This is an optimization exercise on Yosys and OpenROAD, whose aim is small area and a short achievable clock period, not a production implementation.
The RTL was checked by simulation tests, not by an equivalence proof against the original design.
Power figures rest on the tool's default switching activity, not on a simulated workload.

`design/flow/run.sh`:
```
#!/bin/bash
# synth_recipe.tcl (not shown) runs the flow's synth.tcl, then flattens the netlist and writes it again
# the make line also repeats each setting of config.mk as NAME=value (left out here)
make -C /OpenROAD-flow-scripts/flow DESIGN_CONFIG=/design/flow/config.mk WORK_HOME=/design/flow/orfs CLKGATE_MAP_FILE= SYNTH_SCRIPT=/design/flow/synth_recipe.tcl finish
```
`design/flow/config.mk`:
```
export PLATFORM = sky130hd
export DESIGN_NAME = spi_ram_ctrl
export DESIGN_NICKNAME = spi_ram_ctrl
export VERILOG_FILES = /design/flow/design.v
export SDC_FILE = /design/flow/constraint.sdc
export NUM_CORES = 4
export LEC_CHECK = 0
export CAP_MARGIN = 20
export CORE_MARGIN = 2
export CORE_UTILIZATION = 60
export CTS_CLUSTER_DIAMETER = 80
export CTS_CLUSTER_SIZE = 20
export SETUP_SLACK_MARGIN = 2.1
export SLEW_MARGIN = 20
```
`design/flow/constraint.sdc`:
```
create_clock -name core_clock -period 4.5 [get_ports {clk}]
set_input_delay 0.9000 -clock core_clock [delete_from_list [all_inputs] [get_ports {clk}]]
set_output_delay 0.9000 -clock core_clock [all_outputs]
set_load 0.01 [all_outputs]
```
`design/flow/design.v`:
```
package spi_ram_pkg;
    localparam logic [1:0] CMD_WR_ADDR = 2'b00;
    localparam logic [1:0] CMD_WR_DATA = 2'b01;
    localparam logic [1:0] CMD_RD_ADDR = 2'b10;
    localparam logic [1:0] CMD_RD_DATA = 2'b11;
    localparam int TX_HOLD_DEFAULT = 8;
endpackage
module spram_core #(
    parameter int ADDR_SIZE = 8,
    parameter int MEM_DEPTH = 256
) (
    input  logic                 clk,
    input  logic                 we,
    input  logic [ADDR_SIZE-1:0] waddr,
    input  logic [7:0]           wdata,
    input  logic [15:0]          rsel_lo,
    input  logic [3:0]           rsel_mid,
    input  logic [1:0]           rsel_hi,
    input  logic                 rst_q,
    output logic [7:0]           rdata
);
    logic [7:0] mem [256];
    logic [7:0] grp [4][4];
    logic [7:0] quarter [4];
    logic [7:0] quarter_q [4];
    logic       hit;
    logic       hit_q;
    always_ff @(posedge clk) begin
        for (int i = 0; i < 256; i++) begin
            if (we && waddr == 8'(i)) begin
                mem[i] <= wdata;
            end
        end
    end
    always_comb begin
        for (int k = 0; k < 4; k++) begin
            quarter[k] = '0;
            for (int m = 0; m < 4; m++) begin
                grp[k][m] = '0;
                for (int j = 0; j < 16; j++) begin
                    grp[k][m] = grp[k][m] | (mem[64*k+16*m+j] & {8{rsel_lo[j]}});
                end
                quarter[k] = quarter[k] | (grp[k][m] & {8{rsel_mid[m]}});
            end
        end
    end
    assign hit = we && rsel_lo[waddr[3:0]] && rsel_mid[waddr[5:4]] && (rsel_hi == waddr[7:6]);
    always_ff @(posedge clk) begin
        for (int k = 0; k < 4; k++) begin
            quarter_q[k] <= quarter[k];
        end
        hit_q <= hit;
    end
    always_comb begin
        if (rst_q) begin
            rdata = mem[0];
        end else if (hit_q) begin
            rdata = wdata;
        end else begin
            rdata = quarter_q[rsel_hi];
        end
    end
endmodule
module spi_ram_ctrl #(
    parameter int MEM_DEPTH = 256,
    parameter int ADDR_SIZE = 8,
    parameter int TX_HOLD   = spi_ram_pkg::TX_HOLD_DEFAULT
) (
    input  logic       clk,
    input  logic       rst_n,
    input  logic [9:0] din,
    input  logic       rx_valid,
    output logic [7:0] dout,
    output logic       tx_valid
);
    localparam int CNT_W = (TX_HOLD > 1) ? $clog2(TX_HOLD) : 1;
    logic                 rx_valid_q;
    logic                 rst_q;
    logic                 cmd_accept;
    logic [1:0]           opcode;
    logic [7:0]           payload;
    logic [ADDR_SIZE-1:0] wr_addr;
    logic                 wr_pend;
    logic [7:0]           wr_data;
    logic [15:0]          rd_lo;
    logic [3:0]           rd_mid;
    logic [1:0]           rd_hi;
    logic                 ram_re;
    logic [7:0]           ram_rdata;
    logic [7:0]           dout_q;
    logic                 tx_q;
    logic [CNT_W-1:0]     cnt;
    assign opcode     = din[9:8];
    assign payload    = din[7:0];
    assign cmd_accept = rst_n && rx_valid && !rx_valid_q;
    assign ram_re     = cmd_accept && (opcode == spi_ram_pkg::CMD_RD_DATA);
    spram_core #(
        .ADDR_SIZE(ADDR_SIZE),
        .MEM_DEPTH(MEM_DEPTH)
    ) u_core (
        .clk     (clk),
        .we      (wr_pend),
        .waddr   (wr_addr),
        .wdata   (wr_data),
        .rsel_lo (rd_lo),
        .rsel_mid(rd_mid),
        .rsel_hi (rd_hi),
        .rst_q   (rst_q),
        .rdata   (ram_rdata)
    );
    always_ff @(posedge clk) begin
        rst_q <= !rst_n;
    end
    always_ff @(posedge clk) begin
        if (cmd_accept && opcode == spi_ram_pkg::CMD_WR_DATA) begin
            wr_data <= payload;
        end
    end
    always_ff @(posedge clk) begin
        wr_pend <= cmd_accept && (opcode == spi_ram_pkg::CMD_WR_DATA);
    end
    always_ff @(posedge clk) begin
        if (!rst_n) begin
            rx_valid_q <= 1'b0;
            wr_addr    <= '0;
            rd_lo      <= 16'h0001;
            rd_mid     <= 4'h1;
            rd_hi      <= '0;
        end else begin
            rx_valid_q <= rx_valid;
            if (wr_pend) begin
                wr_addr <= wr_addr + 1'b1;
            end
            if (cmd_accept) begin
                case (opcode)
                    spi_ram_pkg::CMD_WR_ADDR: wr_addr <= ADDR_SIZE'(payload);
                    spi_ram_pkg::CMD_RD_ADDR: begin
                        rd_lo  <= 16'h0001 << payload[3:0];
                        rd_mid <= 4'h1 << payload[5:4];
                        rd_hi  <= payload[7:6];
                    end
                    spi_ram_pkg::CMD_RD_DATA: begin
                        rd_lo <= {rd_lo[14:0], rd_lo[15]};
                        if (rd_lo[15]) begin
                            rd_mid <= {rd_mid[2:0], rd_mid[3]};
                            if (rd_mid[3]) begin
                                rd_hi <= rd_hi + 1'b1;
                            end
                        end
                    end
                    default: ;
                endcase
            end
        end
    end
    always_ff @(posedge clk) begin
        if (!rst_n) begin
            dout_q <= '0;
            tx_q   <= 1'b0;
            cnt    <= '0;
        end else if (ram_re) begin
            dout_q <= ram_rdata;
            tx_q   <= 1'b1;
            cnt    <= CNT_W'(TX_HOLD - 1);
        end else if (tx_q) begin
            if (cnt == '0) begin
                tx_q <= 1'b0;
            end else begin
                cnt <= cnt - 1'b1;
            end
        end
    end
    assign dout     = dout_q;
    assign tx_valid = tx_q;
endmodule
```
==> results of run 1 <==
-- cell usage after synthesis (5+ instances only) --
| library cell | number | area share |
|---|---|---|
| buf_1 | 23 | 0.0011 |
| nand2_1 | 54 | 0.0026 |
| a221oi_2 | 83 | 0.016 |
| a22oi_1 | 362 | 0.035 |
| inv_1 | 20 | 0.00095 |
| a211oi_1 | 7 | 0.00067 |
| nand4_1 | 99 | 0.0079 |
| xor2_1 | 5 | 0.00056 |
| o21ai_1 | 38 | 0.0024 |
| o221ai_1 | 8 | 0.00089 |
| clkbuf_1 | 108 | 0.0052 |
| a22o_1 | 352 | 0.039 |
| a211oi_2 | 6 | 0.00095 |
| dfxtp_1 | 78 | 0.020 |
| ha_1 | 10 | 0.0016 |
| o21ai_0 | 32 | 0.0020 |
| buf_6 | 37 | 0.0053 |
| mux4_2 | 5 | 0.0014 |
| buf_2 | 141 | 0.0090 |
| a21oi_1 | 27 | 0.0017 |
| a221oi_1 | 289 | 0.032 |
| buf_4 | 7 | 0.00067 |
| nor3_1 | 19 | 0.0012 |
| edfxtp_1 | 2056 | 0.79 |
| nor2_1 | 284 | 0.014 |
| nor2b_1 | 9 | 0.00072 |
| xnor2_1 | 5 | 0.00056 |
| nand3_1 | 153 | 0.0097 |
-- placed cells by master, fill, tap and decap left out, drive strengths merged, types with 2 or more instances in the layout --
master / instances
a21oi: 27
clkinv: 5
nor2b: 9
clkbuf: 190
nor3b: 2
a31oi: 2
clkdlybuf4s50: 12
a221oi: 372
nand4: 99
xnor2: 5
buf: 278
xor2: 5
o221ai: 8
inv: 23
o211ai: 2
a32oi: 4
dlygate4sd2: 7
nand2: 54
ha: 10
nand2b: 2
nor3: 19
o21ai: 70
dfxtp: 78
a22oi: 362
a22o: 352
nand3: 153
nor2: 285
edfxtp: 2056
a211oi: 13
and3: 2
and2b: 2
mux4: 5
clkdlybuf4s15: 2
and2: 2
-- repair_timing --
action                                   CTS  global route
gates resized for setup                  262            83
gates cloned                               0             0
endpoints found under the setup margin  1946           750
pin swaps                                 10            10
setup buffers                             46            18
-- worst reg2reg max path, cell delays in order, from the launching register on --
cell	delay, ps
dfxtp_1	540
ha_2	450
nand2_1	170
nor2_1	170
nand3_2	300
nor3_1	270
buf_4	280
-- area by class of cell --
cell class / count / area, µm²
Clock buffer: 190 / 3290
Clock inverter: 9 / 96.3
Fill cell: 8746 / 42900
Inverter: 20 / 75.1
Multi-Input combinational cell: 1872 / 14800
Sequential cell: 2134 / 63400
Tap cell: 1742 / 2180
Timing Repair Buffer: 299 / 3120
-- sequential cells by signal, summed over array words and instances, names as in the netlist --
| signal | count |
|---|---|
| cnt | 3 |
| dout_q | 8 |
| rd_hi | 2 |
| rd_lo | 16 |
| rd_mid | 4 |
| rst_q | 1 |
| rx_valid_q | 1 |
| tx_q | 1 |
| u_core.hit_q | 1 |
| u_core.mem | 2048 |
| u_core.quarter_q | 32 |
| wr_addr | 8 |
| wr_data | 8 |
| wr_pend | 1 |
-- cell families (layout without fill, tap and decap cells) --
family,count (synthesis),after routing,share of synthesized area
AOI/OAI and AO/OA,1214,1214,0.132
and+or+nand+nor,633,633,0.0370
xor gates and xnor gates,10,10,0.00111
buffers and inverters,337,518,0.0222
muxes,5,5,0.00143
adders and majority gates,10,10,0.00159
DFF,2134,2134,0.805
-- per-stage QoR --
stage | hold WS, ps | area (µm²) | worst slack (ps) | util | total power [mW]
4_1_cts | 496 | 86300 | 2050 | 0.665 | 34.5
2_1_floorplan | 481 | 78600 | 437 | - | 22.9
3_5_place_dp | 513 | 81400 | 1230 | 0.627 | 23.6
6_report | 495 | 86900 | 2000 | 0.670 | 34.6
5_1_grt | 517 | 86900 | 1990 | 0.670 | 35.3
3_3_place_gp | 521 | 81400 | 1240 | 0.627 | 23.6
-- metal layers --
metal | track usage | vias to the layer above | wire [µm] | part of all wire
met5 | 0 | - | 46 | 0.00019
li1 | - | 18300 | - | -
met1 | 0.541 | 23600 | 95300 | 0.39
met4 | 0.101 | 6 | 7660 | 0.031
met2 | 0.525 | 3198 | 110000 | 0.45
met3 | 0.0732 | 373 | 30500 | 0.13
-- power by group through the flow --
stage / Combinational (mW) / Sequential (mW) / Clock (mW)
3_5_place_dp: 1.41 / 22.2 / 0
2_1_floorplan: 0.869 / 22.1 / 0
6_report: 1.63 / 21.7 / 11.2
3_3_place_gp: 1.41 / 22.2 / 0
4_1_cts: 1.53 / 21.7 / 11.3
5_1_grt: 1.69 / 21.7 / 12.0
-- how the worst min path moves through the flow --
stage	cells after the start	to	slack, ps	from
2_1_floorplan	2	dout_q[0]$_SDFFE_PN0P_	480	dout_q[0]$_SDFFE_PN0P_
3_3_place_gp	2	cnt[1]$_SDFFE_PN0P_	520	cnt[1]$_SDFFE_PN0P_
3_5_place_dp	2	dout_q[0]$_SDFFE_PN0P_	510	dout_q[0]$_SDFFE_PN0P_
4_1_cts	2	dout_q[0]$_SDFFE_PN0P_	500	dout_q[0]$_SDFFE_PN0P_
5_1_grt	2	dout_q[4]$_SDFFE_PN0P_	520	dout_q[4]$_SDFFE_PN0P_
6_report	2	dout_q[0]$_SDFFE_PN0P_	500	dout_q[0]$_SDFFE_PN0P_
==> notes.md, run 1 <==
clock buffer count from CTS=117; Switching Power=7.42 mW; CTS tree=yes; Tmin final=2500 ps; GP Congestion=0.913; Synth-to-Final Area Change=10.6%; WP data required=4940 ps; unrepaired setup endpoints after global routing=yes; Iter 0 DRT Violations=7,436; Initial Util=0.606; post-placement cell count=6,003; syn_nets=4,366; Clock power frac=0.325; TNS Setup=0 ps; GRT Util Overall=0.355; syn avg cell area=18.1 µm²; global-route wire length before repair=336 mm; r2r startpoint=wr_addr[1]$_SDFF_PN0_; Post-synth EDFFs=2,056; via density per instance=7.26; vias in the first global route=42,900; status=complete, no violations; Clock Skews=25.4 ps; Die Area=134,000 µm²; max cap viols=0; Port Buffers=21; top fanout value on the critical path=8; Die W=366 µm; crit path launch type=flip-flop; flops & latches, synth=2,134; critical path endpoint=u_core.mem[63][0]$_DFFE_PP_; Crit. Startpoint=wr_addr[1]$_SDFF_PN0_; CP Depth=6; Leakage Power=26.2 nW; CTS sink cnt=2,134; Sw Ratio=0.215; synthesis warning total=6; clk root buf=clkbuf_16; CTS Hold Bufs=0; total routed wirelength=243 mm; H-tree depth=3; Fin. Hold Viols=0; Final Setup Violations=0; R2R cell count=6; Critical Path AT=2940 ps; ys flop type=edfxtp_1; cells along the critical path=ha_2 -> nand2_1 -> nor2_1 -> nand3_2 -> nor3_1 -> buf_4; Post-Syn Instances=4,343; crit-path leading delay family=simple AND/OR/NAND/NOR gates; slowest cell delay on critical path=540 ps; Nets=4,467; Rel. slew slack=0.232; remaining global-route overflow=0; CTS clk-pin slew, worst paths=90 ps; Skew-Pair Late Insertion Delay=770 ps; largest net degree at the start of global routing=203; Slew Limit Fails=0; CP Capture Type=flip-flop; Worst Path Buf+Inv=1; Fmax=400 MHz; DR pass1 iterations=8; CORE AREA=130,000 µm²; Pwr per Cell Area=398 nW/µm²; die extent in y=366 µm; Syn Std Cell Area=78,600 µm²; worst reg-to-reg setup slack=2000 ps; antenna fix cells=0; sequential fraction of the synthesis area=0.805; CTS max path bufs=3; Comb pwr share=0.047; DRT antenna net count=0; initial antenna violation count=6; Worst VDD drop=0.392 mV; worst-margin pin slew=1150 ps; Unique masters post-synth=44; row cnt=132; Critical Path Slowest Stage Cell=dfxtp_1; Worst Hold Class=reg2reg; Final Non-Filler Cells=6,266; final period utilization=0.555; Remaining DRCs=0; worst flop-to-flop path endpoint=u_core.mem[63][0]$_DFFE_PP_; register share of total power=0.628; IO Count=22; asr flop ratio synth=0; layout cells sized above 1=0.174; Avg WL per Cell=38.8 µm; Via Count=45,500; crit path kind=reg2reg; Internal Power=27.1 mW; HPWL after detailed placement=137 mm
==> run 2, diff against run 1 <==
--- a/design/flow/design.v
+++ b/design/flow/design.v
@@ -21,5 +21,4 @@
 );
     logic [7:0] mem [256];
-    logic [7:0] grp [4][4];
     logic [7:0] quarter [4];
     logic [7:0] quarter_q [4];
@@ -33,14 +32,23 @@
         end
     end
-    always_comb begin
-        for (int k = 0; k < 4; k++) begin
-            quarter[k] = '0;
-            for (int m = 0; m < 4; m++) begin
-                grp[k][m] = '0;
-                for (int j = 0; j < 16; j++) begin
-                    grp[k][m] = grp[k][m] | (mem[64*k+16*m+j] & {8{rsel_lo[j]}});
-                end
-                quarter[k] = quarter[k] | (grp[k][m] & {8{rsel_mid[m]}});
-            end
+    for (genvar k = 0; k < 4; k++) begin : g_q
+        for (genvar b = 0; b < 8; b++) begin : g_b
+            logic [31:0] pair_n;
+            logic [7:0]  half;
+            logic [3:0]  mid_n;
+            for (genvar p = 0; p < 32; p++) begin : g_p
+                rd_aoi22 u_aoi (
+                    .a(mem[64*k+2*p][b]),   .b(rsel_lo[(2*p)%16]),
+                    .c(mem[64*k+2*p+1][b]), .d(rsel_lo[(2*p+1)%16]),
+                    .y(pair_n[p])
+                );
+            end
+            for (genvar h = 0; h < 8; h++) begin : g_h
+                rd_nand4 u_nand (.a(pair_n[4*h]), .b(pair_n[4*h+1]), .c(pair_n[4*h+2]), .d(pair_n[4*h+3]), .y(half[h]));
+            end
+            for (genvar m = 0; m < 4; m++) begin : g_m
+                rd_oai21 u_oai (.a(half[2*m]), .b(half[2*m+1]), .c(rsel_mid[m]), .y(mid_n[m]));
+            end
+            rd_nand4 u_out (.a(mid_n[0]), .b(mid_n[1]), .c(mid_n[2]), .d(mid_n[3]), .y(quarter[k][b]));
         end
     end
@@ -61,4 +69,30 @@
         end
     end
+endmodule
+module rd_aoi22 (
+    input  logic a,
+    input  logic b,
+    input  logic c,
+    input  logic d,
+    output logic y
+);
+    assign y = !((a && b) || (c && d));
+endmodule
+module rd_nand4 (
+    input  logic a,
+    input  logic b,
+    input  logic c,
+    input  logic d,
+    output logic y
+);
+    assign y = !(a && b && c && d);
+endmodule
+module rd_oai21 (
+    input  logic a,
+    input  logic b,
+    input  logic c,
+    output logic y
+);
+    assign y = !((a || b) && c);
 endmodule
 module spi_ram_ctrl #(
==> design/flow/flow/run.sh (new file) <==
#!/bin/bash
# Standard layout, with one change after synthesis: the read-mux AOI cells
# that ABC maps at drive strength 2 are put back to drive strength 1 (the
# resizer upsizes any that timing needs). Registers are left as synthesized.
set -euo pipefail
NET=$PWD/orfs/results/sky130hd/spi_ram_ctrl/base/1_2_yosys.v
bash standard.sh "$NET" > synth.log 2>&1
cp "$NET" 1_2_yosys.orig.v
sed -i 's/\bsky130_fd_sc_hd__a22oi_2\b/sky130_fd_sc_hd__a22oi_1/g' "$NET"
bash standard.sh > layout.log 2>&1
==> design/flow/standard.sh (new file) <==
#!/bin/bash
# synth_recipe.tcl (not shown) runs the flow's synth.tcl, then flattens the netlist and writes it again
# the make line also repeats each setting of config.mk as NAME=value (left out here)
make -C /OpenROAD-flow-scripts/flow DESIGN_CONFIG=/design/flow/config.mk WORK_HOME=/design/flow/orfs CLKGATE_MAP_FILE= SYNTH_SCRIPT=/design/flow/synth_recipe.tcl "${@:-finish}"
--- a/design/flow/config.mk
+++ b/design/flow/config.mk
@@ -13,2 +13,3 @@
 export SETUP_SLACK_MARGIN = 2.1
 export SLEW_MARGIN = 20
+export SYNTH_HIERARCHICAL = 1
removed: design/flow/run.sh
==> run 2 against run 1 <==
Still clean. Fmax rose by 1.3%. Non-clock buffer count decreased by 170. Critical path type unchanged. Clock power about the same. Area after synthesis decreased by 2.5%. Cell area shrank 2.1%. Via count decreased by 5.0%. Clock skew fell by 3.9 ps. Register-to-register slack better by 30 ps. First-iteration DRC count shrank 15%.
==> notes.md, run 2 <==
DR pass1 iterations=6 (-2); syn avg cell area=18.4 µm² (+1.4%); Filler Cells Inserted=8,455 (-3.3%); Worst VDD drop=0.418 mV (+6.7%); Worst Hold Class=reg2reg; H-tree depth=3 (unchanged); worst-margin pin slew=1200 ps (+43.2 ps); Skew-Pair Late Insertion Delay=760 ps (about the same); WP data required=4910 ps (-30 ps); CTS sink cnt=2,134 (unchanged); clk root buf=clkbuf_16; die extent in y=362 µm (-1.2%); top flop regs=u_core.mem: 2048 flops, u_core.quarter_q: 32 flops, rd_lo: 16 flops; most common cell after layout, fill and taps aside=edfxtp_1; synthesis warning total=13 (+7); Sequential Area=63,400 µm² (unchanged); top fanout value on the critical path=15 (+7); status=complete, no violations; Worst Slack Setup Final=2030 ps (+31.0 ps); Final Non-Filler Cells=6,091 (-2.8%); Remaining DRCs=0 (unchanged); crit path launch type=flip-flop; Port Buffers=21 (unchanged); GP Congestion=0.897 (-1.8%); Final Setup Violations=0 (unchanged); CP Capture Type=flip-flop; CTS clk-pin slew, worst paths=90 ps (about the same); global-route wire length before repair=295 mm (-12%); CTS Hold Bufs=0 (unchanged); Iter 0 DRT Violations=6,355 (-15%); Critical Path AT=2880 ps (-60 ps); row cnt=131 (-0.76%); Syn Std Cell Area=76,700 µm² (-2.5%); IO Count=22 (unchanged); Avg WL per Cell=34.5 µm (-11%); remaining global-route overflow=0 (unchanged); Initial Util=0.603 (-0.00270); syn_nets=4,193 (-4.0%); post-placement cell count=5,881 (-2.0%); Fin. Hold Viols=0 (unchanged); Die Area=131,000 µm² (-2.4%); clock buffer count from CTS=117 (unchanged); Largest Register=u_core.mem; layout cells sized above 1=0.132 (-0.0418); HPWL after detailed placement=122 mm (-11%); DRT antenna net count=0 (unchanged); Clock Skews=21.5 ps (-3.91 ps); Synth-to-Final Area Change=11.0%; via density per instance=7.10 (-2.2%); CTS tree=yes; CORE AREA=127,000 µm² (-2.0%); final period utilization=0.548 (-0.00689); Nets=4,378 (-2.0%); Fmax=405 MHz (+1.3%); total power=33.9 mW (-2.0%); Post-Syn Instances=4,177 (-3.8%); max cap viols=0 (unchanged); max FFs per register=2,048 (unchanged); Slew Limit Fails=0 (unchanged); Via Count=43,200 (-5.0%); Tmin final=2470 ps (-31.0 ps); unrepaired setup endpoints after global routing=yes; Hold WS=476 ps (-19.4 ps); worst slack at placement=1040 ps (-182 ps); Die W=362 µm (-1.2%); Multi-input gate area=14,800 µm² (+0.24%); Rel. slew slack=0.203 (-0.0288); Pwr per Cell Area=398 nW/µm² (about the same); Leakage Power=24.4 nW (-6.8%); GRT Util Overall=0.317 (-0.0377); initial antenna violation count=5 (-1); CTS max path bufs=3 (unchanged); crit path kind=reg2reg; vias in the first global route=40,100 (-6.6%); most frequent cells in the layout=2,056 x edfxtp_1, 1,024 x a22oi_1, 295 x nand4_1, 161 x nor2_4, 129 x o21ai_1; total routed wirelength=210 mm (-14%); TNS Setup=0 ps (unchanged); largest net degree at the start of global routing=171 (-16%)
-- run 2: final timing paths --
path / slack [ps] / cells after the start / from / end
worst max-delay path: 2030 / 5 / wr_pend$_DFF_P_ / u_core.mem[225][2]$_DFFE_PP_
worst min-delay path: 480 / 2 / dout_q[2]$_SDFFE_PN0P_ / dout_q[2]$_SDFFE_PN0P_
worst min register to register: 480 / 2 / dout_q[2]$_SDFFE_PN0P_ / dout_q[2]$_SDFFE_PN0P_
worst max register to register: 2030 / 5 / wr_pend$_DFF_P_ / u_core.mem[225][2]$_DFFE_PP_
-- run 2: layer usage --
layer  GRT usage  wire length [µm]
met5           0                11
met4      0.0748              4730
met3      0.0500             19800
met2       0.480             97000
met1       0.493             88500
-- run 2: layout make-up --
type,count,share of cell area
Antenna cell,2,0.0000588
Sequential cell,2134,0.744
Multi-Input combinational cell,1973,0.174
Timing Repair Buffer,129,0.0176
Tap cell,1662,0.0244
Inverter,7,0.000309
Clock buffer,178,0.0383
Clock inverter,6,0.000808
-- run 2: worst max-delay path, cell delays in order, from the launching register on --
cell and delay (ps):
dfxtp_2 480, inv_1 240, nor3_4 240, buf_4 170, nand2_4 410, nor2_2 540
-- run 2: power breakdown --
part | leakage, nW | internal [mW] | switching (mW) | total, mW
combinational | 3.70 | 0.333 | 0.828 | 1.16
clock | 1.60 | 4.99 | 6.01 | 11.0
sequential | 19.1 | 21.5 | 0.169 | 21.7
total | 24.4 | 26.9 | 7.00 | 33.9
-- run 2: metrics by stage --
stage | util | area [µm²]
4_1_cts | 0.662 | 84200
3_3_place_gp | 0.627 | 79700
6_report | 0.669 | 85100
2_1_floorplan | - | 76700
3_5_place_dp | 0.627 | 79800
5_1_grt | 0.669 | 85100
-- run 2: what timing repair did --
item | in CTS | in global routing
pin swaps | 3 | 7
buffers inserted | 5 | 19
endpoints found under the setup margin | 2029 | 1874
resized for setup | 343 | 159
==> run 3, diff against run 2 <==
--- a/design/flow/design.v
+++ b/design/flow/design.v
@@ -12,5 +12,6 @@
     input  logic                 clk,
     input  logic                 we,
-    input  logic [ADDR_SIZE-1:0] waddr,
+    input  logic [15:0]          wsel_lo,
+    input  logic [15:0]          wsel_hi,
     input  logic [7:0]           wdata,
     input  logic [15:0]          rsel_lo,
@@ -25,7 +26,17 @@
     logic       hit;
     logic       hit_q;
+    logic [15:0]  wlo_n;
+    logic [15:0]  whi_n;
+    logic [255:0] wen;
+    for (genvar j = 0; j < 16; j++) begin : g_wdec
+        wr_inv   u_lo (.a(wsel_lo[j]), .y(wlo_n[j]));
+        wr_nand2 u_hi (.a(wsel_hi[j]), .b(we), .y(whi_n[j]));
+    end
+    for (genvar i = 0; i < 256; i++) begin : g_wen
+        wr_nor2 u_en (.a(whi_n[i/16]), .b(wlo_n[i%16]), .y(wen[i]));
+    end
     always_ff @(posedge clk) begin
         for (int i = 0; i < 256; i++) begin
-            if (we && waddr == 8'(i)) begin
+            if (wen[i]) begin
                 mem[i] <= wdata;
             end
@@ -53,5 +64,11 @@
         end
     end
-    assign hit = we && rsel_lo[waddr[3:0]] && rsel_mid[waddr[5:4]] && (rsel_hi == waddr[7:6]);
+    logic [15:0] rsel_row;
+    always_comb begin
+        for (int g = 0; g < 16; g++) begin
+            rsel_row[g] = rsel_mid[g%4] && (rsel_hi == 2'(g/4));
+        end
+    end
+    assign hit = we && |(wsel_lo & rsel_lo) && |(wsel_hi & rsel_row);
     always_ff @(posedge clk) begin
         for (int k = 0; k < 4; k++) begin
@@ -95,4 +112,24 @@
 );
     assign y = !((a || b) && c);
+endmodule
+module wr_inv (
+    input  logic a,
+    output logic y
+);
+    assign y = !a;
+endmodule
+module wr_nand2 (
+    input  logic a,
+    input  logic b,
+    output logic y
+);
+    assign y = !(a && b);
+endmodule
+module wr_nor2 (
+    input  logic a,
+    input  logic b,
+    output logic y
+);
+    assign y = !(a || b);
 endmodule
 module spi_ram_ctrl #(
@@ -114,5 +151,6 @@
     logic [1:0]           opcode;
     logic [7:0]           payload;
-    logic [ADDR_SIZE-1:0] wr_addr;
+    logic [15:0]          wr_lo;
+    logic [15:0]          wr_hi;
     logic                 wr_pend;
     logic [7:0]           wr_data;
@@ -135,5 +173,6 @@
         .clk     (clk),
         .we      (wr_pend),
-        .waddr   (wr_addr),
+        .wsel_lo (wr_lo),
+        .wsel_hi (wr_hi),
         .wdata   (wr_data),
         .rsel_lo (rd_lo),
@@ -157,5 +196,6 @@
         if (!rst_n) begin
             rx_valid_q <= 1'b0;
-            wr_addr    <= '0;
+            wr_lo      <= 16'h0001;
+            wr_hi      <= 16'h0001;
             rd_lo      <= 16'h0001;
             rd_mid     <= 4'h1;
@@ -164,9 +204,15 @@
             rx_valid_q <= rx_valid;
             if (wr_pend) begin
-                wr_addr <= wr_addr + 1'b1;
+                wr_lo <= {wr_lo[14:0], wr_lo[15]};
+                if (wr_lo[15]) begin
+                    wr_hi <= {wr_hi[14:0], wr_hi[15]};
+                end
             end
             if (cmd_accept) begin
                 case (opcode)
-                    spi_ram_pkg::CMD_WR_ADDR: wr_addr <= ADDR_SIZE'(payload);
+                    spi_ram_pkg::CMD_WR_ADDR: begin
+                        wr_lo <= 16'h0001 << payload[3:0];
+                        wr_hi <= 16'h0001 << payload[7:4];
+                    end
                     spi_ram_pkg::CMD_RD_ADDR: begin
                         rd_lo  <= 16'h0001 << payload[3:0];
==> design/flow/flow/run.sh (replaced) <==
#!/bin/bash
# Standard layout with two changes:
#  - after synthesis, the read-mux AOI cells that ABC maps at drive
#    strength 2 are put back to drive strength 1 (the resizer upsizes any
#    that timing needs); registers are left exactly as synthesized;
#  - the port buffers are plain buf_4 cells instead of the delay buffers
#    buffer_ports picks on its own.
set -euo pipefail
NET=$PWD/orfs/results/sky130hd/spi_ram_ctrl/base/1_2_yosys.v
bash standard.sh "$NET" > synth.log 2>&1
cp "$NET" 1_2_yosys.orig.v
sed -i 's/\bsky130_fd_sc_hd__a22oi_2\b/sky130_fd_sc_hd__a22oi_1/g' "$NET"
bash standard.sh "BUFFER_PORTS_ARGS=-buffer_cell sky130_fd_sc_hd__buf_4" finish > layout.log 2>&1
--- a/design/flow/config.mk
+++ b/design/flow/config.mk
@@ -11,5 +11,5 @@
 export CTS_CLUSTER_DIAMETER = 80
 export CTS_CLUSTER_SIZE = 20
-export SETUP_SLACK_MARGIN = 2.1
+export SETUP_SLACK_MARGIN = 2.2
 export SLEW_MARGIN = 20
 export SYNTH_HIERARCHICAL = 1
==> run 3 against run 2 <==
Fmax rose by 3.9%. Via count rose by 2.4%. First-iteration DRC count rose by 3.9%. Non-clock buffer count fell by 17. Largest power group unchanged. Register-to-register slack improved by 90 ps.
==> notes.md, run 3 <==
cells along the critical path=buf_4 -> nand2_1 -> buf_4 -> nor2_1; remaining global-route overflow=0 (unchanged); Syn Std Cell Area=77,700 µm² (+1.3%); Largest Register=u_core.mem; Die W=364 µm (+0.65%); Hold Path Cell Cnt=2 (unchanged); syn avg cell area=18.3 µm² (-0.59%); Iter 0 DRT Violations=6,602 (+3.9%); R2R cell count=4 (-1); DR pass1 iterations=5 (-1); syn_nets=4,272 (+1.9%); Rel. slew slack=0.212 (+0.00884); clock buffer count from CTS=119 (+1.7%); die extent in y=364 µm (+0.65%); vias in the first global route=41,100 (+2.5%); Skew-Pair Late Insertion Delay=770 ps (about the same); IO Count=22 (unchanged); TNS Setup=0 ps (unchanged); status=complete, no violations; most common cell after layout, fill and taps aside=edfxtp_1; CP Capture Type=flip-flop; post-placement cell count=6,056 (+3.0%); Fin. Hold Viols=0 (unchanged); total power=34.0 mW (+0.55%); CTS tree=yes; Slew Limit Fails=0 (unchanged); Clock Skews=27.3 ps (+5.74 ps); layout cells sized above 1=0.0789 (-0.0535); Die Area=132,000 µm² (+1.3%); clk root buf=clkbuf_16; Pwr per Cell Area=403 nW/µm² (+1.2%); GP Congestion=0.863 (-3.8%); crit path kind=reg2reg; max FFs per register=2,048 (unchanged); Core Util, Final=0.656 (-0.0139); H-tree depth=3 (unchanged); total routed wirelength=216 mm (+2.9%); final period utilization=0.528 (-0.0204); Critical Path AT=2780 ps (-100 ps); Fmax=421 MHz (+3.9%); DRT antenna net count=0 (unchanged); Initial Util=0.602 (about the same); CTS sink cnt=2,158 (+1.1%); Post-Syn Instances=4,257 (+1.9%); initial antenna violation count=9 (+4); Leakage Power=24.6 nW (+0.56%); Final Instance Area=84,600 µm² (-0.69%); most frequent cells in the layout=2,056 x edfxtp_1, 1,023 x a22oi_1, 290 x nand4_1, 228 x nor2_1, 124 x clkbuf_16; row cnt=132 (+0.76%); Tmin final=2370 ps (-91.9 ps); largest net degree at the start of global routing=142 (-17%); Final Non-Filler Cells=6,257 (+2.7%); WP data required=4910 ps (about the same); Critical Path Slowest Stage Cell=nor2_1; unrepaired setup endpoints after global routing=yes; worst slack at placement=1830 ps (+781 ps); Port Buffers=21 (unchanged); Synth-to-Final Area Change=8.83%; Worst Hold Class=in2reg; crit path launch type=flip-flop; worst-margin pin slew=1180 ps (-15.0 ps); Via Count=44,300 (+2.4%); Avg WL per Cell=34.5 µm (+0.15%); top fanout value on the critical path=16 (+1); HPWL after detailed placement=123 mm (+0.48%); CORE AREA=129,000 µm² (+1.4%); Worst VDD drop=0.370 mV (-11%); Remaining DRCs=0 (unchanged); Final Setup Violations=0 (unchanged); global-route wire length before repair=305 mm (+3.2%); CTS max path bufs=3 (unchanged); GRT Util Overall=0.324 (+0.00693); placed instance area=80,800 µm² (+1.3%); top flop regs=u_core.mem: 2048 flops, u_core.quarter_q: 32 flops; CTS clk-pin slew, worst paths=100 ps (about the same); Worst Slack Setup Final=2130 ps (+91.9 ps); max cap viols=0 (unchanged); via density per instance=7.07 (-0.36%); Nets=4,457 (+1.8%); slowest cell delay on critical path=570 ps (+30 ps); Top cell by count, worst path=buf_4; synthesis warning total=13 (unchanged); Hold WS=401 ps (-75.0 ps)
## run 3: worst max-delay path, delay by kind of cell, from the launching register on
family	cells	cell delay [ps]
simple gates	2	890
buf+inv	2	620
flops	1	510
## run 3: routing by layer
layer,share of wire,vias up,track usage
li1,-,18500,-
met1,0.42,23000,0.495
met2,0.46,2381,0.483
met3,0.090,325,0.0514
met4,0.032,6,0.108
met5,0.00019,-,0
## run 3: worst paths after layout
kind,end,startpoint,slack (ps)
setup reg to reg,u_core.mem[163][5]$_DFFE_PP_,wr_pend$_DFF_P_,2130
hold / removal,rd_lo[0]$_SDFFE_PN1P_,rst_n,400
setup / recovery,u_core.mem[163][5]$_DFFE_PP_,wr_pend$_DFF_P_,2130
hold reg to reg,dout_q[4]$_SDFFE_PN0P_,dout_q[4]$_SDFFE_PN0P_,490
## run 3: power by group
group          internal (mW)  switching (mW)  total (mW)  leakage, nW
Combinational          0.210           0.572       0.781         3.56
Clock                   5.27            6.12        11.4         1.68
Sequential              21.7           0.128        21.9         19.3
## run 3: area by class of cell
class / count / area [µm²]
clock inverters: 9 / 151
multi-input cells: 2024 / 13600
diodes: 4 / 10.0
repair buffers: 112 / 1280
well taps: 1742 / 2180
clock buffers: 181 / 3340
inverters: 27 / 105
fillers: 8910 / 44400
flip-flops and latches: 2158 / 63900
## run 3: repair_timing
item,in CTS,in global routing
setup buffers,5,2
gates resized for setup,14,32
pin swaps,0,3
endpoints found under the setup margin,347,305
hold buffers,0,0
gates cloned,0,0
==> run 4, diff against run 3 <==
--- a/design/flow/config.mk
+++ b/design/flow/config.mk
@@ -11,5 +11,5 @@
 export CTS_CLUSTER_DIAMETER = 80
 export CTS_CLUSTER_SIZE = 20
-export SETUP_SLACK_MARGIN = 2.2
+export SETUP_SLACK_MARGIN = 2.35
 export SLEW_MARGIN = 20
 export SYNTH_HIERARCHICAL = 1
==> run 4 against run 3 <==
Still clean. Flip-flop and latch count is the same. Power shrank 0.32%. Sequential power is essentially flat. Critical path depth shrank 1. Count of clock-buffer cells in the layout grew 13. Register-to-register slack gained 160 ps. Critical path type unchanged.
==> notes.md, run 4 <==
r2r startpoint=wr_pend$_DFF_P_; HPWL after detailed placement=124 mm (+1.1%); Leakage Power=24.8 nW (+0.86%); CP Depth=3 (-1); CTS Hold Bufs=0 (unchanged); syn_nets=4,272 (unchanged); R2R cell count=3 (-1); Rel. slew slack=0.256 (+0.0441); global-route wire length before repair=303 mm (-0.39%); Post-Syn Instances=4,257 (unchanged); unrepaired setup endpoints after global routing=yes; clock buffer count from CTS=118 (-0.84%); crit-path leading delay family=simple AND/OR/NAND/NOR gates; initial antenna violation count=5 (-4); worst-margin pin slew=1120 ps (-64.4 ps); Worst VDD drop=0.353 mV (-4.6%); CORE AREA=129,000 µm² (unchanged); Die Area=132,000 µm² (unchanged); largest net degree at the start of global routing=177 (+25%); layout cells sized above 1=0.131 (+0.0523); Die W=364 µm (unchanged); max FFs per register=2,048 (unchanged); Port Buffers=21 (unchanged); Worst Slack Setup Final=2280 ps (+159 ps); CTS tree=yes; Via Count=44,400 (+0.24%); CTS clk-pin slew, worst paths=90 ps (about the same); crit path launch type=flip-flop; Synth-to-Final Area Change=10.2%; Tmin final=2220 ps (-159 ps); Critical Path Slowest Stage Cell=dfxtp_4; vias in the first global route=41,600 (+1.4%); synthesis warning total=13 (unchanged); Syn Std Cell Area=77,700 µm² (unchanged); Pwr per Cell Area=396 nW/µm² (-1.6%); Hold WS=414 ps (+13.2 ps); Final Setup Violations=0 (unchanged); placed instance area=80,800 µm² (about the same); GP Congestion=0.896 (+3.8%); DR pass1 iterations=8 (+3); die extent in y=364 µm (unchanged); Avg WL per Cell=34.5 µm (about the same); Iter 0 DRT Violations=6,654 (+0.79%); Initial Util=0.602 (unchanged); Clock Skews=34.4 ps (+7.16 ps); top fanout value on the critical path=16 (unchanged); top flop regs=u_core.mem: 2048 flops, u_core.quarter_q: 32 flops; crit path kind=reg2reg; CP Capture Type=flip-flop; remaining global-route overflow=0 (unchanged); IO Count=22 (unchanged); Final Instance Area=85,700 µm² (+1.3%); Largest Register=u_core.mem; syn avg cell area=18.3 µm² (unchanged); Filler Cells Inserted=8,790 (-1.3%); TNS Setup=0 ps (unchanged); cells along the critical path=buf_6 -> nand2_2 -> nor2_2; most frequent cells in the layout=2,056 x edfxtp_1, 1,021 x a22oi_1, 290 x nand4_1, 167 x nor2_2, 124 x clkbuf_16; slowest cell delay on critical path=600 ps (+30 ps); most common cell after layout, fill and taps aside=edfxtp_1; Nets=4,484 (+0.61%); clk root buf=clkbuf_16; worst reg-to-reg setup slack=2280 ps (+160 ps); WP data required=4880 ps (-30 ps); row cnt=132 (unchanged); CTS max path bufs=3 (unchanged); DRT antenna net count=0 (unchanged); max cap viols=0 (unchanged); Fin. Hold Viols=0 (unchanged); worst slack at placement=1470 ps (-359 ps); worst flop-to-flop path endpoint=u_core.mem[45][4]$_DFFE_PP_; status=complete, no violations; Slew Limit Fails=0 (unchanged); Fmax=451 MHz (+7.2%); CTS sink cnt=2,158 (unchanged); Remaining DRCs=0 (unchanged); H-tree depth=3 (unchanged); Skew-Pair Late Insertion Delay=770 ps (about the same); Critical Path AT=2600 ps (-180 ps); total routed wirelength=217 mm (+0.56%); Core Util, Final=0.664 (+0.00851); via density per instance=7.05 (-0.38%); GRT Util Overall=0.323 (-0.00149); critical path endpoint=u_core.mem[45][4]$_DFFE_PP_; Worst Path Buf+Inv=1 (-1); Worst Hold Class=in2reg; Crit. Startpoint=wr_pend$_DFF_P_; final period utilization=0.492 (-0.0354)
run 4: cell types whose count changed in the layout (fill, tap and decap cells not counted), sizes merged:
cell and delta:
clkbuf +14, bufinv -2, inv -8, clkinvlp +1, buf +27, clkinv +7
run 4: metal layers:
metal / GRT usage / vias up / part of all wire
li1: - / 18600 / -
met1: 0.476 / 23200 / 0.41
met2: 0.503 / 2170 / 0.47
met3: 0.0473 / 338 / 0.084
met4: 0.104 / 2 / 0.035
met5: 0 / - / 0.000060
run 4: repair_timing:
action | 4_1_cts | 5_1_grt
endpoints found under the setup margin | 2170 | 1225
gates cloned | 0 | 1
gates resized for setup | 275 | 55
setup buffers | 17 | 11
pin swaps | 2 | 2
run 4: power breakdown:
part | leakage [nW] | switching [mW] | internal, mW
clock | 1.65 | 6.07 | 5.16
combinational | 3.80 | 0.624 | 0.223
sequential | 19.3 | 0.113 | 21.7
total | 24.8 | 6.81 | 27.1
run 4: worst min-delay path by stage:
stage	startpoint	end	slack (ps)	cells after the start
2_1_floorplan	cnt[1]$_SDFFE_PN0P_	cnt[1]$_SDFFE_PN0P_	470	2
3_3_place_gp	dout_q[6]$_SDFFE_PN0P_	dout_q[6]$_SDFFE_PN0P_	480	2
3_5_place_dp	dout_q[2]$_SDFFE_PN0P_	dout_q[2]$_SDFFE_PN0P_	490	2
4_1_cts	rst_n	rd_lo[0]$_SDFFE_PN1P_	370	2
5_1_grt	rst_n	rd_lo[0]$_SDFFE_PN1P_	400	2
6_report	rst_n	rd_lo[0]$_SDFFE_PN1P_	410	2
run 4: area by class of cell:
type | count | area (µm²) | area share
multi-input combinational | 2024 | 14400 | 0.168
clock inverter | 7 | 77.6 | 0.000906
antenna | 4 | 10.0 | 0.000117
sequential | 2158 | 63900 | 0.746
timing repair buffer | 140 | 1630 | 0.0191
inverter | 27 | 119 | 0.00139
tap | 1742 | 2180 | 0.0254
clock buffer | 194 | 3360 | 0.0393
run 4: worst reg2reg max path: cells and delay by family (launching register included):
| kind | cells | cell delay (ps) |
|---|---|---|
| flops | 1 | 600 |
| buf+inv | 1 | 240 |
| simple gates | 2 | 990 |
run 4: metrics by stage:
stage | total power, mW | std cells
6_report | 33.9 | 6296
2_1_floorplan | 22.7 | 4257
3_5_place_dp | 23.1 | 6062
3_3_place_gp | 23.1 | 6062
4_1_cts | 34.0 | 6280
5_1_grt | 34.8 | 6293
==> run 5, diff against run 4 <==
--- a/design/flow/config.mk
+++ b/design/flow/config.mk
@@ -11,5 +11,5 @@
 export CTS_CLUSTER_DIAMETER = 80
 export CTS_CLUSTER_SIZE = 20
-export SETUP_SLACK_MARGIN = 2.35
+export SETUP_SLACK_MARGIN = 2.45
 export SLEW_MARGIN = 20
 export SYNTH_HIERARCHICAL = 1
==> run 5 against run 4 <==
Fmax decreased by 1.0%. Setup slack got worse by 23 ps. Via count increased by 2.7%. Flip-flop and latch count is the same. Sequential share of layout area decreased by 0.52 points. Global-route usage is 2.5 points higher. Wire length is 7.3% higher. Clock skew is 6.9 ps lower. Die area did not move. Utilization increased by 0.47 points.
==> notes.md, run 5 <==
Die W=364 µm (unchanged); Filler Cells Inserted=8,710 (-0.91%); row cnt=132 (unchanged); Final Instance Area=86,300 µm² (+0.71%); Nets=4,520 (+0.80%); HPWL after detailed placement=128 mm (+3.0%); most common cell after layout, fill and taps aside=edfxtp_1; Worst Hold Class=in2reg; final period utilization=0.497 (+0.00508); top fanout value on the critical path=16 (unchanged); CTS max path bufs=3 (unchanged); TNS Setup=0 ps (unchanged); Post-Syn Instances=4,257 (unchanged); CTS Hold Bufs=0 (unchanged); Sequential Area=63,900 µm² (about the same); Critical Path AT=2630 ps (+30 ps); Core Util, Final=0.669 (+0.00471); CORE AREA=129,000 µm² (unchanged); CP Capture Type=flip-flop; IO Count=22 (unchanged); clk root buf=clkbuf_16; WP data required=4900 ps (+20 ps); most frequent cells in the layout=2,056 x edfxtp_1, 1,010 x a22oi_1, 290 x nand4_1, 159 x nor2_2, 121 x clkbuf_16; initial antenna violation count=7 (+2); Remaining DRCs=0 (unchanged); Fin. Hold Viols=0 (unchanged); remaining global-route overflow=0 (unchanged); Multi-input gate area=14,500 µm² (+0.47%); placed instance area=80,900 µm² (+0.13%); syn avg cell area=18.3 µm² (unchanged); unrepaired setup endpoints after global routing=yes; largest net degree at the start of global routing=153 (-14%); H-tree depth=3 (unchanged); synthesis warning total=13 (unchanged); Tmin final=2240 ps (+22.8 ps); die extent in y=364 µm (unchanged); Iter 0 DRT Violations=7,573 (+14%); Pwr per Cell Area=396 nW/µm² (-0.16%); layout cells sized above 1=0.142 (+0.0111); Worst VDD drop=0.393 mV (+11%); vias in the first global route=42,200 (+1.4%); Port Buffers=21 (unchanged); via density per instance=7.19 (+2.1%); Leakage Power=25.0 nW (+0.82%); Die Area=132,000 µm² (unchanged); clock buffer count from CTS=120 (+1.7%); Slew Limit Fails=0 (unchanged); Synth-to-Final Area Change=11.0%; status=complete, no violations; syn_nets=4,272 (unchanged); GRT Util Overall=0.348 (+0.0254); crit path kind=reg2reg; Rel. slew slack=0.209 (-0.0464); max cap viols=0 (unchanged); Via Count=45,600 (+2.7%); Syn Std Cell Area=77,700 µm² (unchanged); max FFs per register=2,048 (unchanged); Initial Util=0.602 (unchanged); CTS clk-pin slew, worst paths=90 ps (about the same); DRT antenna net count=0 (unchanged); worst-margin pin slew=1190 ps (+69.6 ps); global-route wire length before repair=322 mm (+6.1%); Largest Register=u_core.mem; Skew-Pair Late Insertion Delay=770 ps (about the same); Clock Skews=27.5 ps (-6.90 ps); Hold Path Cell Cnt=2 (unchanged); GP Congestion=0.894 (-0.22%); crit path launch type=flip-flop; CTS tree=yes; CTS sink cnt=2,158 (unchanged); Avg WL per Cell=36.8 µm (+6.6%); total routed wirelength=233 mm (+7.3%); Final Setup Violations=0 (unchanged); top flop regs=u_core.mem: 2048 flops, u_core.quarter_q: 32 flops; DR pass1 iterations=8 (unchanged); R2R cell count=2 (-1); Fmax=447 MHz (-1.0%)
==> run 5: worst max-delay path: stages, from the launching register on <==
cell     delay (ps)
dfxtp_1         470
nand2_1         630
nor2_2          760
==> run 5: path summary, 6_finish.rpt <==
kind	slack, ps	to	from
worst max-delay path	2260	u_core.mem[80][2]$_DFFE_PP_	wr_hi[5]$_SDFF_PN0_
worst min-delay path	430	rd_lo[0]$_SDFFE_PN1P_	rst_n
worst max register to register	2260	u_core.mem[80][2]$_DFFE_PP_	wr_hi[5]$_SDFF_PN0_
worst min register to register	510	dout_q[5]$_SDFFE_PN0P_	dout_q[5]$_SDFFE_PN0P_
==> run 5: area by class of cell <==
type	count	share of cell area
Sequential cell	2158	0.740
Multi-Input combinational cell	2024	0.168
Clock buffer	192	0.0384
Tap cell	1742	0.0253
Timing Repair Buffer	174	0.0242
Clock inverter	15	0.00236
Inverter	27	0.00144
Antenna cell	5	0.000145
==> run 5: report_power, final <==
part / internal (mW) / switching [mW] / leakage (nW) / total (mW)
clock network: 5.19 / 6.20 / 1.68 / 11.4
logic: 0.235 / 0.648 / 3.97 / 0.883
registers: 21.7 / 0.108 / 19.3 / 21.8
==> run 5: timing repair <==
action / in CTS / in global routing
gates cloned: 0 / 0
gates resized for setup: 194 / 147
pin swaps: 2 / 4
setup buffers: 38 / 14
endpoints found under the setup margin: 1360 / 1267
==> run 5: metrics by stage <==
| step | instances | hold WS, ps | setup WS (ps) | total power, mW |
|---|---|---|---|---|
| final | 6337 | 430 | 2260 | 34.1 |
| after global routing | 6334 | 415 | 2250 | 35.0 |
| after CTS | 6318 | 386 | 2230 | 34.2 |
| after detailed placement | 6073 | 505 | 1780 | 23.1 |
| after global placement | 6073 | 489 | 1850 | 23.1 |
| after floorplan | 4257 | 473 | 356 | 22.7 |
==> run 5: routing by layer <==
metal,share of wire,global-route usage
met4,0.034,0.124
met5,0,0
met2,0.47,0.529
met1,0.40,0.511
met3,0.10,0.0665
==> run 6, diff against run 5 <==
==> design/flow/flow/run.sh (replaced) <==
#!/bin/bash
# Standard layout with two changes:
#  - after synthesis, size_cells.py resizes some combinational cells by the
#    net they drive (read-mux AOIs to strength 1, write-enable NOR2s to 2,
#    write row/column drivers to 4); registers are left exactly as
#    synthesized;
#  - the port buffers are plain buf_4 cells instead of the delay buffers
#    buffer_ports picks on its own.
set -euo pipefail
NET=$PWD/orfs/results/sky130hd/spi_ram_ctrl/base/1_2_yosys.v
bash standard.sh "$NET" > synth.log 2>&1
cp "$NET" 1_2_yosys.orig.v
python3 flow/size_cells.py "$NET" > size_cells.log 2>&1
bash standard.sh "BUFFER_PORTS_ARGS=-buffer_cell sky130_fd_sc_hd__buf_4" finish > layout.log 2>&1
==> design/flow/flow/size_cells.py (new file) <==
#!/usr/bin/env python3
"""Resize combinational cells in the synthesized netlist by the net they drive.

usage: size_cells.py NETLIST

- read-mux AOI cells mapped at drive strength 2 go back to strength 1;
- the byte write-enable NOR2s (each drives 8 flip-flop enables) go to
  strength 2, and the write row/column lines that drive 16 of them go to
  strength 4.
Registers are not touched.
"""
import re
import sys

path = sys.argv[1]
text = open(path).read()

rules = [
    (r'u_core\.g_wen\[\d+\]\.u_en\.y', 'nor2', '2'),
    (r'u_core\.g_wdec\[\d+\]\.u_hi\.y', 'nand2', '4'),
    (r'u_core\.g_wdec\[\d+\]\.u_lo\.y', 'inv', '4'),
]

cell_re = re.compile(r'(  sky130_fd_sc_hd__)(\w+?)_(\d+)( \S+ \((?:[^;])*?\);)', re.S)
count = {}


def fix(m):
    base, strength, body = m.group(2), m.group(3), m.group(4)
    if base == 'a22oi' and strength == '2':
        count['a22oi'] = count.get('a22oi', 0) + 1
        return m.group(1) + 'a22oi_1' + body
    out = re.search(r'\.Y\(\\?(\S+) \)', body)
    if out:
        for pat, want_base, want in rules:
            if base == want_base and re.fullmatch(pat, out.group(1)):
                count[pat] = count.get(pat, 0) + 1
                return m.group(1) + base + '_' + want + body
    return m.group(0)


text = cell_re.sub(fix, text)
open(path, 'w').write(text)
for k, v in count.items():
    print(f'{v:5d} {k}')
--- a/design/flow/config.mk
+++ b/design/flow/config.mk
@@ -11,5 +11,5 @@
 export CTS_CLUSTER_DIAMETER = 80
 export CTS_CLUSTER_SIZE = 20
-export SETUP_SLACK_MARGIN = 2.45
+export SETUP_SLACK_MARGIN = 2.35
 export SLEW_MARGIN = 20
 export SYNTH_HIERARCHICAL = 1
==> run 6 against run 5 <==
Still clean. Count of clock-buffer cells in the layout increased by 4. Cell area down 1.2%. Via count fell by 3.5%. Flip-flop and latch count unchanged. Non-clock buffer count is 71 lower. Register-to-register slack worse by 30 ps. Global-route usage is 3.4 points lower. Hold slack worse by 28 ps. Final cell count fell by 1.2%. Power shrank 1.1%. Clock skew fell by 3.3 ps. Critical path type unchanged. Highest routed layer is now met5.
==> notes.md, run 6 <==
status=complete, no violations; GP Congestion=0.838 (-6.3%); Avg WL per Cell=34.3 µm (-6.9%); Syn Std Cell Area=78,500 µm² (+1.0%); max cap viols=0 (unchanged); layout cells sized above 1=0.133 (-0.00923); Remaining DRCs=0 (unchanged); largest net degree at the start of global routing=203 (+33%); CTS tree=yes; CTS sink cnt=2,158 (unchanged); WP data required=5070 ps (+170 ps); Tmin final=2260 ps (+26.7 ps); final period utilization=0.503 (+0.00592); Top cell by count, worst path=nand4_1; Die Area=134,000 µm² (+1.0%); DRT antenna net count=0 (unchanged); slowest cell delay on critical path=510 ps (-250 ps); Skew-Pair Late Insertion Delay=760 ps (about the same); Hold WS=402 ps (-27.6 ps); Fmax=442 MHz (-1.2%); TNS Setup=0 ps (unchanged); global-route wire length before repair=302 mm (-6.3%); top flop regs=u_core.mem: 2048 flops, u_core.quarter_q: 32 flops; CTS clk-pin slew, worst paths=90 ps (about the same); Via Count=44,000 (-3.5%); crit-path leading delay family=compound AO/OA/AOI/OAI gates; Die W=366 µm (+0.51%); top fanout value on the critical path=57 (+41); die extent in y=366 µm (+0.51%); CP Capture Type=flip-flop; Fin. Hold Viols=0 (unchanged); Slew Limit Fails=0 (unchanged); CTS max path bufs=3 (unchanged); Critical Path AT=2830 ps (+200 ps); DR pass1 iterations=8 (unchanged); H-tree depth=3 (unchanged); via density per instance=7.03 (-2.2%); CTS Hold Bufs=0 (unchanged); crit path launch type=flip-flop; worst reg-to-reg setup slack=2240 ps (-30 ps); most frequent cells in the layout=2,056 x edfxtp_1, 1,022 x a22oi_1, 290 x nand4_1, 257 x nor2_2, 121 x clkbuf_16; remaining global-route overflow=0 (unchanged); HPWL after detailed placement=117 mm (-8.5%); Iter 0 DRT Violations=5,996 (-21%); IO Count=22 (unchanged); GRT Util Overall=0.313 (-0.0344); synthesis warning total=13 (unchanged); Post-Syn Instances=4,257 (unchanged); Worst VDD drop=0.464 mV (+18%); syn avg cell area=18.4 µm² (+1.0%); most common cell after layout, fill and taps aside=edfxtp_1; max FFs per register=2,048 (unchanged); Port Buffers=21 (unchanged); Worst Path Buf+Inv=1 (+1); cells along the critical path=buf_12 -> a22oi_1 -> nand4_1 -> o21ai_2 -> nand4_1; clk root buf=clkbuf_16; Synth-to-Final Area Change=8.56%; Worst Hold Class=in2reg; Rel. slew slack=0.195 (-0.0140); vias in the first global route=41,400 (-2.0%); unrepaired setup endpoints after global routing=yes; CORE AREA=130,000 µm² (+0.51%); worst-margin pin slew=1210 ps (+21.0 ps); row cnt=132 (unchanged); Nets=4,447 (-1.6%); Leakage Power=24.7 nW (-1.1%); syn_nets=4,272 (unchanged); Critical Path Slowest Stage Cell=dfxtp_4; Final Instance Area=85,200 µm² (-1.2%); Final Setup Violations=0 (unchanged); initial antenna violation count=13 (+6); Clock Skews=24.2 ps (-3.28 ps); Pwr per Cell Area=396 nW/µm² (about the same); Initial Util=0.605 (+0.00311); clock buffer count from CTS=118 (-1.7%); total routed wirelength=214 mm (-8.0%); placed instance area=81,400 µm² (+0.58%); crit path kind=reg2reg; Largest Register=u_core.mem
-- run 6: metrics by stage --
stage,setup slack [ps],util,std cells,total power [mW]
2_1_floorplan,356,-,4257,22.7
3_3_place_gp,1870,0.628,6035,23.1
3_5_place_dp,1850,0.628,6035,23.1
4_1_cts,2230,0.656,6245,33.8
5_1_grt,2250,0.657,6253,34.6
6_report,2240,0.657,6258,33.7
-- run 6: what timing repair did --
| action | in CTS | in global routing |
|---|---|---|
| cloned | 0 | 0 |
| setup endpoints to repair | 2204 | 175 |
| setup buffers | 12 | 7 |
| gates resized for setup | 33 | 9 |
-- run 6: power breakdown --
| part | internal, mW | switching, mW |
|---|---|---|
| clock | 5.01 | 6.07 |
| sequential | 21.7 | 0.127 |
| combinational | 0.212 | 0.579 |
-- run 6: path summary, 6_finish.rpt --
kind / start / end / cells past startpoint
max: rd_lo[9]$_SDFFE_PN0P_ / u_core.quarter_q[1][4]$_DFF_P_ / 5
min reg2reg: dout_q[1]$_SDFFE_PN0P_ / dout_q[1]$_SDFFE_PN0P_ / 2
max reg2reg: rd_lo[9]$_SDFFE_PN0P_ / u_core.quarter_q[1][4]$_DFF_P_ / 5
min: rst_n / rd_lo[0]$_SDFFE_PN1P_ / 2
-- run 6: area by class of cell --
type                       instances  area (µm²)
multi-input combinational       2024       14400
clock inverter                     2        21.3
tap                             1742        2180
timing repair buffer             103        1320
inverter                          27         141
fill                            8944       44400
clock buffer                     196        3310
sequential                      2158       63900
antenna                            6        15.0
-- run 6: per-layer routing --
| metal | part of all wire | wire [µm] | vias to the layer above | GRT usage |
|---|---|---|---|---|
| met2 | 0.46 | 98000 | 2135 | 0.473 |
| met1 | 0.41 | 88800 | 23000 | 0.471 |
| met3 | 0.093 | 19900 | 353 | 0.0511 |
| met5 | 0.00038 | 81 | - | 0 |
| li1 | - | - | 18500 | - |
| met4 | 0.036 | 7670 | 12 | 0.108 |
==> run 7, diff against run 6 <==
--- a/design/flow/config.mk
+++ b/design/flow/config.mk
@@ -8,5 +8,5 @@
 export CAP_MARGIN = 20
 export CORE_MARGIN = 2
-export CORE_UTILIZATION = 60
+export CORE_UTILIZATION = 70
 export CTS_CLUSTER_DIAMETER = 80
 export CTS_CLUSTER_SIZE = 20
==> run 7 against run 6 <==
Final cell count down 4.2%. Clock skew is 7.4 ps higher. Fmax grew 3.4%. Synthesized cell count did not move. Die area shrank 14%. Combinational power down 2%. Global-route usage increased by 3.7 points. Sequential share of layout area rose by 0.21 points. First-iteration DRC count increased by 20%. Still clean on timing, DRC and antenna. Hold slack got worse by 3.1 ps. Wire length shrank 4.4%. Sequential power barely moved.
==> notes.md, run 7 <==
R2R cell count=5 (unchanged); DRT antenna net count=0 (unchanged); Filler Cells Inserted=6,192 (-31%); Iter 0 DRT Violations=7,189 (+20%); CORE AREA=111,000 µm² (-14%); CP Capture Type=flip-flop; max FFs per register=2,048 (unchanged); most frequent cells in the layout=2,056 x edfxtp_1, 1,021 x a22oi_1, 290 x nand4_1, 252 x nor2_2, 123 x clkbuf_16; die extent in y=339 µm (-7.3%); Tmin final=2190 ps (-75.1 ps); syn_nets=4,272 (unchanged); top fanout value on the critical path=74 (+30%); Comb pwr share=0.023 (about the same); Initial Util=0.707 (+0.102); Skew-Pair Late Insertion Delay=750 ps (about the same); clock buffer count from CTS=117 (-0.85%); TNS Setup=0 ps (unchanged); Sw Ratio=0.197 (-0.00362); unrepaired setup endpoints after global routing=yes; final period utilization=0.487 (-0.0167); top flop regs=u_core.mem: 2048 flops, u_core.quarter_q: 32 flops; status=complete, no violations; synthesis warning total=13 (unchanged); Pwr per Cell Area=396 nW/µm² (about the same); slowest cell delay on critical path=550 ps (+40 ps); Largest Register=u_core.mem; crit path launch type=flip-flop; most common cell after layout, fill and taps aside=edfxtp_1; CTS Hold Bufs=0 (unchanged); Critical Path AT=2800 ps (-30 ps); cells along the critical path=buf_12 -> a22oi_1 -> nand4_1 -> o21ai_1 -> nand4_1; CTS tree=yes; Via Count=44,400 (+1.0%); largest net degree at the start of global routing=257 (+27%); Slew Limit Fails=0 (unchanged); Rel. slew slack=0.210 (+0.0145); worst-margin pin slew=1190 ps (-21.8 ps); wire length on met3=24.8 mm (+25%); remaining global-route overflow=0 (unchanged); Clock power frac=0.326 (-0.002); Die Area=115,000 µm² (-14%); WP data required=5110 ps (+40 ps); Avg WL per Cell=34.2 µm (-0.16%); Synth-to-Final Area Change=8.27%; H-tree depth=3 (unchanged); Switching Power=6.63 mW (-2.1%); layout cells sized above 1=0.133 (about the same); Hold Path Cell Cnt=2 (unchanged); GP Congestion=0.866 (+3.4%); Sequential Area=63,900 µm² (about the same); Final Setup Violations=0 (unchanged); total power=33.6 mW (-0.35%); met2 WL post-DR=95.0 mm (-3.1%); Syn Std Cell Area=78,500 µm² (unchanged); Die W=339 µm (-7.3%); total routed wirelength=205 mm (-4.4%); Top cell by count, worst path=nand4_1; DR pass1 iterations=6 (-2); Worst VDD drop=0.401 mV (-14%); vias in the first global route=41,300 (-0.18%); IO Count=22 (unchanged); max cap viols=0 (unchanged); CTS max path bufs=3 (unchanged); global-route wire length before repair=288 mm (-4.3%); Remaining DRCs=0 (unchanged); top layer reached by signal wires=met5; HPWL after detailed placement=110 mm (-6.0%); syn avg cell area=18.4 µm² (unchanged); Multi-input gate area=14,400 µm² (+0.24%); CTS clk-pin slew, worst paths=90 ps (about the same); Nets=4,442 (-0.11%); Port Buffers=21 (unchanged); Metal-1 WL=75.6 mm (-15%); clk root buf=clkbuf_16; Worst Hold Class=in2reg; Post-Syn Instances=4,257 (unchanged); row cnt=122 (-7.6%); Leakage Power=24.7 nW (+0.11%); Fmax=457 MHz (+3.4%); Final Instance Area=85,000 µm² (-0.26%); Critical Path Slowest Stage Cell=dfxtp_4; Clock Skews=31.6 ps (+7.36 ps); GRT Util Overall=0.351 (+0.0373); Internal Power=27.0 mW (about the same); placed instance area=81,000 µm² (-0.46%); register share of total power=0.651 (+0.003); CTS sink cnt=2,158 (unchanged); via density per instance=7.41 (+5.4%); Fin. Hold Viols=0 (unchanged); initial antenna violation count=4 (-9); crit path kind=reg2reg
-- run 7: final timing paths --
path	from	to	slack (ps)
max	rd_lo[0]$_SDFFE_PN1P_	u_core.quarter_q[1][6]$_DFF_P_	2310
min	rst_n	rd_lo[0]$_SDFFE_PN1P_	400
max reg2reg	rd_lo[0]$_SDFFE_PN1P_	u_core.quarter_q[1][6]$_DFF_P_	2310
min reg2reg	cnt[1]$_SDFFE_PN0P_	cnt[1]$_SDFFE_PN0P_	540
-- run 7: final cells by class --
type                       count  area share
sequential                  2158       0.752
multi-input combinational   2024       0.169
clock buffer                 194      0.0391
tap                         1488      0.0219
timing repair buffer          99      0.0158
inverter                      27     0.00166
clock inverter                 3    0.000501
antenna                        1   0.0000294
-- run 7: power groups by stage --
stage | Sequential (mW) | Clock, mW | Combinational [mW]
2_1_floorplan | 22.3 | 0 | 0.340
3_3_place_gp | 22.4 | 0 | 0.691
3_5_place_dp | 22.4 | 0 | 0.702
4_1_cts | 21.9 | 11.0 | 0.736
5_1_grt | 21.9 | 11.7 | 0.804
6_report | 21.9 | 11.0 | 0.774
-- run 7: what timing repair did --
action | 4_1_cts | 5_1_grt
endpoints found under the setup margin | 2178 | 454
pin swaps | 0 | 0
cloned | 0 | 0
buffers inserted | 14 | 8
gates resized for setup | 32 | 21
-- run 7: layer usage --
metal	GRT usage	up-vias
li1	-	18500
met1	0.509	22600
met2	0.535	2879
met3	0.0730	459
met5	0	-
met4	0.137	2
-- run 7: metrics by stage --
stage	hold slack (ps)	util	std cells	setup slack [ps]
after detailed placement	517	0.730	5773	1700
after floorplan	473	-	4257	356
after global placement	489	0.730	5773	1730
after CTS	365	0.763	5984	2310
final	399	0.766	5994	2310
after global routing	401	0.766	5994	2280
-- run 7: critical path, delay by kind of cell (launching register included) --
kind,cells,cell delay [ps]
AO/OA/AOI/OAI,2,860
buffers and inverters,1,330
flip-flops,1,550
AND/OR/NAND/NOR,2,290

## static timing again, ports no longer ideal
In the flow no input, the clock included, has a driving cell. The finished layouts below were timed again as built, in two steps. Step 1: set_driving_cell puts a clkbuf_16 on clk and a buf_2 on each other input, an assumption about the parent block. Step 2 also shifts input and output timing later by t, the mid clock arrival at the registers, as if the neighbouring blocks saw the same clock. Three values: ideal, step 1, step 2; two values: the first two.
| run | t, ns | setup slack, ns | worst register clock-pin slew, ns | worst data-port slew with drivers (ns) |
|---|---|---|---|---|
| run 1 | 0.832 | 2.003 / 2.003 / 1.474 | 0.09 / 0.09 | 0.05 |
| run 2 | 0.823 | 2.034 / 2.034 / 1.446 | 0.10 / 0.10 | 0.07 |
| run 3 | 0.832 | 2.126 / 2.126 / 1.685 | 0.10 / 0.10 | 0.09 |
| run 4 | 0.827 | 2.285 / 2.240 / 1.750 | 0.09 / 0.09 | 0.05 |
| run 5 | 0.826 | 2.262 / 2.262 / 1.677 | 0.09 / 0.09 | 0.10 |
| run 6 | 0.833 | 2.235 / 2.225 / 1.696 | 0.09 / 0.09 | 0.15 |
| run 7 | 0.815 | 2.310 / 2.255 / 1.583 | 0.09 / 0.09 | 0.09 |
After both steps every run listed still meets setup and hold. The setup slack of run 7, which loses most, moves by -0.055 ns with the drivers and by -0.727 ns with both steps.
